From an optimization exercise on the open Yosys and OpenROAD flow, aimed at small area, a short achievable clock period and few clock cycles per item; shortcuts taken in it are not production practice. In this exercise RTL edits were held to simulation tests only and were not proved equivalent to the original. Power is estimated from default activity; no workload was simulated.

==> design/flow/design.v <==
package map_ctrl_pkg;
    localparam int unsigned SLOTS    = 144;
    localparam int unsigned CARD_W   = 6;
    localparam int unsigned VB_START = 480;
    localparam logic [1:0] OP_WRITE     = 2'b00;
    localparam logic [1:0] OP_CLEAR     = 2'b01;
    localparam logic [1:0] OP_TOGGLE    = 2'b10;
    localparam logic [1:0] OP_DESEL_ALL = 2'b11;
    localparam logic [CARD_W-1:0] CARD_EMPTY = '0;
    localparam logic GNT_LOC = 1'b0;
    localparam logic GNT_REM = 1'b1;
    typedef enum logic [1:0] {
        StIdle,
        StExec,
        StAck,
        StCommit
    } state_e;
endpackage
module rr_arbiter2 (
    input  logic [1:0] req,
    input  logic       last_grant,
    output logic [1:0] grant
);
    always_comb begin
        grant = req;
        if (req == 2'b11) begin
            grant = last_grant ? 2'b01 : 2'b10;
        end
    end
endmodule
module map_update_ctrl
(
    input  logic                    clk,
    input  logic                    rst,
    input  logic [9:0]              v_cnt,
    input  logic                    loc_req,
    input  logic [1:0]              loc_op,
    input  logic [7:0]              loc_pos,
    input  logic [map_ctrl_pkg::CARD_W-1:0]       loc_card,
    output logic                    loc_ack,
    input  logic                    rem_req,
    input  logic [1:0]              rem_op,
    input  logic [7:0]              rem_pos,
    input  logic [map_ctrl_pkg::CARD_W-1:0]       rem_card,
    output logic                    rem_ack,
    output logic                    err,
    output logic                    busy,
    output logic [map_ctrl_pkg::SLOTS*map_ctrl_pkg::CARD_W-1:0] map,
    output logic [map_ctrl_pkg::SLOTS-1:0] sel_card
);
    localparam int unsigned SLOTS  = map_ctrl_pkg::SLOTS;
    localparam int unsigned CARD_W = map_ctrl_pkg::CARD_W;
    localparam int unsigned VB_START = map_ctrl_pkg::VB_START;
    localparam logic [1:0] OP_WRITE     = map_ctrl_pkg::OP_WRITE;
    localparam logic [1:0] OP_CLEAR     = map_ctrl_pkg::OP_CLEAR;
    localparam logic [1:0] OP_TOGGLE    = map_ctrl_pkg::OP_TOGGLE;
    localparam logic [1:0] OP_DESEL_ALL = map_ctrl_pkg::OP_DESEL_ALL;
    localparam logic [CARD_W-1:0] CARD_EMPTY = map_ctrl_pkg::CARD_EMPTY;
    localparam logic GNT_LOC = map_ctrl_pkg::GNT_LOC;
    localparam logic GNT_REM = map_ctrl_pkg::GNT_REM;
    typedef map_ctrl_pkg::state_e state_e;
    state_e                    state;
    logic [SLOTS*CARD_W-1:0]   shadow_map;
    logic [SLOTS-1:0]          shadow_sel;
    logic [1:0]                op_q;
    logic [7:0]                pos_q;
    logic [CARD_W-1:0]         card_q;
    logic                      gnt_rem_q;
    logic                      last_grant;
    logic                      dirty;
    logic                      commit_pend;
    logic                      vb_q;
    logic                      vb;
    logic                      vb_rise;
    logic                      accept;
    logic [1:0]                grant;
    assign vb      = (v_cnt >= 10'(VB_START));
    assign vb_rise = vb & ~vb_q;
    assign accept  = (pos_q < 8'(SLOTS)) || (op_q == OP_DESEL_ALL);
    rr_arbiter2 u_arb (
        .req        ({rem_req, loc_req}),
        .last_grant (last_grant),
        .grant      (grant)
    );
    always_ff @(posedge clk or posedge rst) begin
        if (rst) begin
            state       <= map_ctrl_pkg::StIdle;
            shadow_map  <= '0;
            shadow_sel  <= '0;
            map         <= '0;
            sel_card    <= '0;
            op_q        <= OP_WRITE;
            pos_q       <= '0;
            card_q      <= CARD_EMPTY;
            gnt_rem_q   <= GNT_LOC;
            last_grant  <= GNT_REM;
            dirty       <= 1'b0;
            commit_pend <= 1'b0;
            vb_q        <= 1'b0;
            loc_ack     <= 1'b0;
            rem_ack     <= 1'b0;
            err         <= 1'b0;
            busy        <= 1'b0;
        end else begin
            vb_q <= vb;
            if (vb_rise && (dirty || (state == map_ctrl_pkg::StExec && accept))) begin
                commit_pend <= 1'b1;
            end
            case (state)
                map_ctrl_pkg::StIdle: begin
                    if (commit_pend || (vb_rise && dirty)) begin
                        state <= map_ctrl_pkg::StCommit;
                        busy  <= 1'b1;
                    end else if (|grant) begin
                        state      <= map_ctrl_pkg::StExec;
                        busy       <= 1'b1;
                        gnt_rem_q  <= grant[1];
                        last_grant <= grant[1];
                        op_q       <= grant[1] ? rem_op   : loc_op;
                        pos_q      <= grant[1] ? rem_pos  : loc_pos;
                        card_q     <= grant[1] ? rem_card : loc_card;
                    end
                end
                map_ctrl_pkg::StExec: begin
                    state   <= map_ctrl_pkg::StAck;
                    err     <= ~accept;
                    loc_ack <= ~gnt_rem_q;
                    rem_ack <= gnt_rem_q;
                    if (accept) begin
                        dirty <= 1'b1;
                        unique case (op_q)
                            OP_WRITE: shadow_map[int'(pos_q)*CARD_W +: CARD_W] <= card_q;
                            OP_CLEAR: begin
                                shadow_map[int'(pos_q)*CARD_W +: CARD_W] <= CARD_EMPTY;
                                shadow_sel[pos_q] <= 1'b0;
                            end
                            OP_TOGGLE:    shadow_sel[pos_q] <= ~shadow_sel[pos_q];
                            OP_DESEL_ALL: shadow_sel <= '0;
                        endcase
                    end
                end
                map_ctrl_pkg::StAck: begin
                    state   <= map_ctrl_pkg::StIdle;
                    busy    <= 1'b0;
                    loc_ack <= 1'b0;
                    rem_ack <= 1'b0;
                    err     <= 1'b0;
                end
                map_ctrl_pkg::StCommit: begin
                    state       <= map_ctrl_pkg::StIdle;
                    busy        <= 1'b0;
                    map         <= shadow_map;
                    sel_card    <= shadow_sel;
                    dirty       <= 1'b0;
                    commit_pend <= 1'b0;
                end
                default: state <= map_ctrl_pkg::StIdle;
            endcase
        end
    end
endmodule
==> design/flow/run.sh <==
#!/bin/bash
# synth_recipe.tcl (not shown) runs the flow's synth.tcl, then flattens the netlist and writes it again
# the make line also repeats each setting of config.mk as NAME=value (left out here)
make -C /OpenROAD-flow-scripts/flow DESIGN_CONFIG=/design/flow/config.mk WORK_HOME=/design/flow/orfs CLKGATE_MAP_FILE= SYNTH_SCRIPT=/design/flow/synth_recipe.tcl finish
==> design/flow/config.mk <==
export PLATFORM = sky130hd
export DESIGN_NAME = map_update_ctrl
export DESIGN_NICKNAME = map_update_ctrl
export VERILOG_FILES = /design/flow/design.v
export SDC_FILE = /design/flow/constraint.sdc
export NUM_CORES = 4
export LEC_CHECK = 0
export CAP_MARGIN = 20
export CORE_MARGIN = 2
export CORE_UTILIZATION = 40
export SLEW_MARGIN = 20
==> design/flow/constraint.sdc <==
create_clock -name core_clock -period 5.5 [get_ports {clk}]
set_input_delay 1.1000 -clock core_clock [delete_from_list [all_inputs] [get_ports {clk}]]
set_output_delay 1.1000 -clock core_clock [all_outputs]
set_load 0.01 [all_outputs]
==> impl_metrics.json <==
{
  "final-hold-violation-count": 0,
  "relSlewSlack_pct": 11.7,
  "ys_async_sr_fraction_pct": 100,
  "track_usage_pct": 27.6,
  "synth-seq-cells": 2043,
  "numCtsBuffers": 210,
  "tightest_slew_ns": 1.31,
  "area_growth_pct": 27.2,
  "grt_pass1_vias": 57100,
  "ant_nets": 0,
  "synth_edf_count": 0,
  "hold_path.class": "flip-flop to flip-flop",
  "place_congestion": 0.923,
  "io_pins": 1058,
  "tns_ns": 0,
  "yosysUniqueCellTypes": 83,
  "crit_type": "flip-flop to flip-flop",
  "status": "finished clean",
  "drv_cap": 0,
  "r2r.worst_path.cells": 12,
  "syn-cell-area_mm2": 0.0806,
  "clock-sinks": 2043,
  "cp.arrival_ns": 5.88,
  "dr.pass1.iters": 8,
  "rr_endpoint": "shadow_map[849]",
  "fp.dieH_um": 453,
  "grt_use_met2_pct": 43.0,
  "final_common_cell": "dfrtp_1",
  "layout-drive-gt1-share_pct": 22.8,
  "root_buffer": "clkbuf_16",
  "ys_seq_area_share_pct": 63.4,
  "rsz0062_at_grt": "yes",
  "finalWirelength_um": 289000,
  "hold_depth": 1,
  "syn_nets": 6513,
  "synth_warnings": 2,
  "cp-start-kind": "flip-flop",
  "grt_pass1_wl_um": 413000,
  "nets": 7489,
  "cts.clk_slew.worst_paths_ns": 0.06,
  "grt_max_degree": 175,
  "clock_latency_ns": 0.88,
  "leakage_nw": 46.5,
  "setup_viol": 0,
  "rows": 164,
  "pre_cts_ws_ns": -0.0891,
  "fin_crit_ns": 5.22,
  "r2r_slack_ns": 0.28,
  "die_w_um": 453,
  "io_buffers": 1052,
  "synth-main-ff-cell": "dfrtp_1",
  "cts_htree_levels": 4,
  "met1_usage_pct": 35.8,
  "met3_usage_pct": 6.06,
  "power-per-cell-area_mw_per_mm2": 510,
  "end_kind": "flip-flop",
  "grt_overflow": 0,
  "die-area_mm2": 0.205,
  "vdd_drop_max_uv": 805,
  "holdBufCountCts": 0,
  "hpwl_um": 197000,
  "drc": 0,
  "dpl_cell_area_mm2": 0.0949,
  "clock_path_buffers": 3,
  "fin_util_pct": 51.3,
  "layout_common_cells": "dfrtp_1 (2041), o21ai_0 (1623), clkdlybuf4s50_1 (1052)",
  "wire_per_inst_um": 28.1,
  "required_ns": 6.16,
  "hold_path_startpoint": "shadow_map[823]",
  "num_vias": 58000,
  "regToRegStartpoint": "pos_q[2]",
  "drt_iter0_drc": 5255,
  "slew_viol_final": 0,
  "min_to": "map[823]",
  "syn-instance-count": 6442,
  "fin_ws_ns": 0.281,
  "whs_ns": 0.481,
  "path_max_fanout": 20,
  "initial_core_util_pct": 40.3,
  "synth.avg_cell_area_um2": 12.5,
  "fin_skew_ns": 0.0707,
  "finalInstanceArea_mm2": 0.103,
  "via_per_inst": 5.65,
  "top_usage_layer": "met2",
  "core-area_mm2": 0.200,
  "antenna_found_initial": 16,
  "cts_tree": "yes",
  "fin_crit_sh_pct": 94.9,
  "max_freq_ghz": 0.192
}
==> power breakdown <==
part,internal [mW],switching (mW),total [mW]
combinational,5.23,14.9,20.1
clock,8.89,6.24,15.1
sequential,16.2,0.888,17.1
total,30.3,22.0,52.3
==> Yosys cell counts (all sizes together) (3+ instances only) <==
cell | n | area share [%]
o211ai | 9 | 0.084
nor2 | 152 | 0.71
or3 | 3 | 0.029
o21ai | 1794 | 11
a22o | 66 | 0.72
o31ai | 5 | 0.047
nand4b | 3 | 0.033
and3 | 9 | 0.070
a21boi | 4 | 0.037
a31oi | 12 | 0.093
nor4 | 5 | 0.076
nor2b | 6 | 0.047
a41oi | 3 | 0.051
mux2i | 19 | 0.24
o21a | 6 | 0.057
o2bb2ai | 31 | 0.34
mux4 | 47 | 1.3
o22ai | 18 | 0.15
and2 | 15 | 0.12
nand3 | 85 | 0.53
nand4 | 9 | 0.070
a21o | 4 | 0.037
or2 | 7 | 0.054
nand2b | 6 | 0.047
a211o | 4 | 0.043
a21oi | 160 | 0.99
ha | 24 | 0.37
nand3b | 3 | 0.028
dfrtp | 2042 | 63
inv | 20 | 0.093
o211a | 3 | 0.037
nor3 | 24 | 0.16
nand2 | 229 | 1.1
xor2 | 4 | 0.053
o22a | 4 | 0.043
clkbuf | 468 | 2.2
mux2 | 1011 | 14
a32o | 27 | 0.34
buf | 43 | 0.27
a22oi | 9 | 0.084
xnor2 | 18 | 0.20
a211oi | 3 | 0.034
==> through the flow <==
step | instances | power (mW)
floorplan | 6442 | 26.6
global placement | 9850 | 36.9
detailed placement | 9852 | 37.1
CTS | 10200 | 52.3
global route | 10300 | 54.1
finish | 10300 | 52.3
==> critical path, stage by stage, from the launching register on <==
cell and delay [ns]:
dfrtp_1 0.61, clkinv_1 0.28, fa_1 0.50, xor2_1 0.20, buf_4 0.22, nand3_1 0.27, o31ai_1 0.51, nand3_1 0.34
nor2_1 0.77, buf_4 0.28, nand3_1 0.50, o21ai_0 0.39, o21ai_0 0.13
==> flip-flops by register name, indices dropped and copies added, names as in the netlist, 2 cells and up <==
register,flops
card_q,6
map,864
shadow_map,864
shadow_sel,144
op_q,2
pos_q,8
state,2
sel_card,144
==> per-layer routing <==
layer / part of all wire, % / vias up
li1: - / 25100
met2: 46 / 2319
met1: 41 / 30100
met5: 0.0069 / -
met3: 7.1 / 559
met4: 6.3 / 2
==> final cells by class <==
cell class / count / area [µm²]
Clock inverter: 83 / 1230
Fill cell: 17400 / 97500
Sequential cell: 2043 / 51100
Tap cell: 2656 / 3320
Inverter: 21 / 82.6
Multi-Input combinational cell: 3868 / 27800
Clock buffer: 311 / 6200
Timing Repair Buffer: 1274 / 12700
Antenna cell: 8 / 20.0
==> worst max path at each step <==
stage / startpoint / endpoint / slack (ns) / depth (start not counted)
3_3_place_gp: pos_q[2] / shadow_map[134] / 0.06 / 14
5_1_grt: pos_q[2] / shadow_map[849] / -0.002 / 12
6_report: pos_q[2] / shadow_map[849] / 0.28 / 12
4_1_cts: pos_q[2] / shadow_map[206] / -0.02 / 14
3_5_place_dp: pos_q[2] / shadow_map[144] / -0.09 / 14
2_1_floorplan: rst / busy / -23.97 / 1
==> cells by family after synthesis <==
logic type               count (synthesis)  synth area share, %
flip-flops                            2043                 63.4
adder cells (fa/ha/maj)                 25                0.397
multiplexers                          1077                 15.7
buffers and inverters                  532                 2.55
AND/OR/NAND/NOR                        564                 3.13
AO/OA/AOI/OAI                         2179                 14.5
XOR/XNOR                                22                0.258
==> what timing repair did <==
action | in CTS | in global routing
setup buffers | 0 | 8
endpoints found under the setup margin | 14 | 317
pin swaps | 0 | 1
gates resized for setup | 2 | 16
cloned | 0 | 1
Testbench counts, summed over its fixed seeds: cycles 14,456, edits 4,800.

==> re-timing with driven ports <==
The flow's constraints put no driver on any port. The routed layout listed below was extracted and timed again, unchanged, in two steps.
Step 1 (the two cells are an assumption about what drives the block):
set clk [get_ports {clk}]
set_driving_cell -lib_cell sky130_fd_sc_hd__clkbuf_16 $clk
set_driving_cell -lib_cell sky130_fd_sc_hd__buf_2 [delete_from_list [all_inputs] $clk]
Step 2 times the ports against the registers' clock, not the clock port: input delays grow and output delays shrink by t, the midpoint of the rising clock arrivals with the driver on.
Three values: ideal ports, drivers, drivers and shift; two values: the first two.
shift t [ns]: 0.929
setup slack, ns: 0.281 / 0.281 / 0.281
worst setup path after step 2: register to register
After both steps setup and hold are still met in this run. For this run, drivers alone change the setup slack by 0.000 ns; drivers and shift together by 0.000 ns.
